From an optimization exercise on the open Yosys and OpenROAD flow, aimed at small area, a short achievable clock period and few clock cycles per item; shortcuts taken in it are not production practice.
RTL that was checked went through simulation tests only; none was proved equivalent to the original.
No activity file was given, so power comes from the tool's default toggle rates.

maple:
==> flow/design.v (excerpt) <==
module ekf_frontend_top (
  input  wire                clk,
  input  wire                sys_rst,
  input  wire                ekf_pkg::stage_e i_stage_val,
  output logic               o_stage_rdy,
  input  wire                ekf_pkg::lm_idx_t i_l_k,
  input  wire                ekf_pkg::data_t i_rk,
  input  wire                ekf_pkg::data_t i_phi,
  output logic               o_plb_en,
  output logic               o_plb_we,
  output ekf_pkg::plb_addr_t o_plb_addr,
  output ekf_pkg::data_t     o_plb_din,
  input  wire                ekf_pkg::data_t i_plb_dout,
  output logic               o_init_predict,
  output logic               o_init_newlm,
  output logic               o_init_update,
  output ekf_pkg::data_t     o_xk,
  output ekf_pkg::data_t     o_yk,
  output ekf_pkg::data_t     o_xita,
  output ekf_pkg::data_t     o_lkx,
  output ekf_pkg::data_t     o_lky,
  input  wire                i_done_predict,
  input  wire                i_done_newlm,
  input  wire                i_done_update,
  input  wire                ekf_pkg::data_t i_result_0,
  input  wire                ekf_pkg::data_t i_result_1,
  input  wire                ekf_pkg::data_t i_result_2,
  input  wire                ekf_pkg::data_t i_result_3,
  input  wire                ekf_pkg::data_t i_result_4,
  input  wire                ekf_pkg::data_t i_result_5
);
clock: 5.5 ns
lec_check: 0
cap_margin: 20
core_margin: 2
core_utilization: 45
cts_buf_list: sky130_fd_sc_hd__clkbuf_4 sky130_fd_sc_hd__clkbuf_8
setup_slack_margin: 2.2
slew_margin: 20
standard.sh (not shown) runs the stock make flow with config.mk's settings and CLKGATE_MAP_FILE= SYNTH_SCRIPT=/design/flow/synth_recipe.tcl, a recipe that flattens the netlist after the stock synthesis.
==> flow/flow/run.sh <==
#!/bin/bash
# Standard layout, with the smallest plain buffer on every port instead of
# the default port buffer.
set -euo pipefail
export BUFFER_PORTS_ARGS="-buffer_cell sky130_fd_sc_hd__buf_1"
bash standard.sh > standard.log 2>&1
Testbench counts of maple, summed over its fixed seeds: cycles 24,171, stages 1,200.
### maple -> harbor
diff --git a/flow/design.v b/flow/design.v
--- a/flow/design.v
+++ b/flow/design.v
@@ -185,24 +185,24 @@
       en_q    <= 1'b0;
       we_q    <= 1'b0;
       ini_p_q <= 1'b0;
       ini_n_q <= 1'b0;
       ini_u_q <= 1'b0;
     end else begin
       ph_q    <= {ph_q[5:1], acc};
-      ini_p_q <= ph_q[6] & (kind_q == 2'd1);
-      ini_n_q <= ph_q[6] & (kind_q == 2'd2);
-      ini_u_q <= ph_q[6] & (kind_q == 2'd3);
+      ini_p_q <= ph_q[5] & (kind_q == 2'd1);
+      ini_n_q <= ph_q[5] & (kind_q == 2'd2);
+      ini_u_q <= ph_q[5] & (kind_q == 2'd3);
       if (acc) rdy_q <= 1'b0;
       if (acc | ph_q[1] | ph_q[2] | ph_q[3] | ph_q[4]) begin
         en_q <= 1'b1;
       end else if (!wr_q) begin
         en_q <= 1'b0;
       end
-      if (ph_q[6]) begin
+      if (ph_q[5]) begin
         wait_q <= 1'b1;
       end else if (done_hit) begin
         wait_q <= 1'b0;
       end
       if (done_hit) begin
         wr_q <= 1'b1;
         en_q <= 1'b1;
@@ -260,10 +260,10 @@
   assign o_init_predict = ini_p_q;
   assign o_init_newlm   = ini_n_q;
   assign o_init_update  = ini_u_q;
   assign o_xk           = r0;
   assign o_yk           = r1;
   assign o_xita         = r2;
   assign o_lkx          = r3;
-  assign o_lky          = r4;
+  assign o_lky          = i_plb_dout;
 endmodule
 `default_nettype wire
Findings:
- harbor — peak clock frequency supported by timing 3.6% lower, maple as reference
- Looking at maple and harbor, the endpoint required time on the critical path is a wash.
- Leading power group: registers -> maple, the clock network -> harbor
- Against maple, synthesized area divided by synthesized cell count in harbor rose slightly.
- In harbor, number of clock buffer instances in the layout is higher than in maple.
- Changes observed in harbor relative to maple: synthesized area picked up an extra about 0.8%, flip-flop and latch count held steady, count of plain and timing-repair buffers now larger, largest net degree at the start of global routing went down.
- Compared with maple, harbor shows a minimum clock period after layout that is 0.12 ns higher.
The RTL of harbor was laid out without a check of its function.

[re-timing with driven ports]
The flow's constraints put no driver on any port. The routed layouts listed below were extracted and timed again, unchanged, in two steps.
Step 1 sets driving cells, clkbuf_16 on the clock port and buf_2 on the other inputs (assumed; they add their load-dependent delay and slew).
Step 2 adds t to the input delays and takes it off the output delays; t is the mean of the earliest and latest rising clock arrival at the registers after step 1. Input paths then give back, and output paths get back, about the clock's delay inside the block.
Three values: no drivers, after step 1, after step 2; two values: the first two.
| run | t, ns | slack for setup (ns) | clock arrival spread, ns | worst data-port slew with drivers (ns) | pins driven straight from the clock port |
|---|---|---|---|---|---|
| maple | 0.704 | 2.295 / 2.295 / 2.295 | 0.035 / 0.035 | 0.10 | 1 |
| harbor | 0.678 | 2.176 / 2.176 / 2.176 | 0.035 / 0.034 | 0.11 | 1 |
After both steps setup and hold are still met in every run listed.
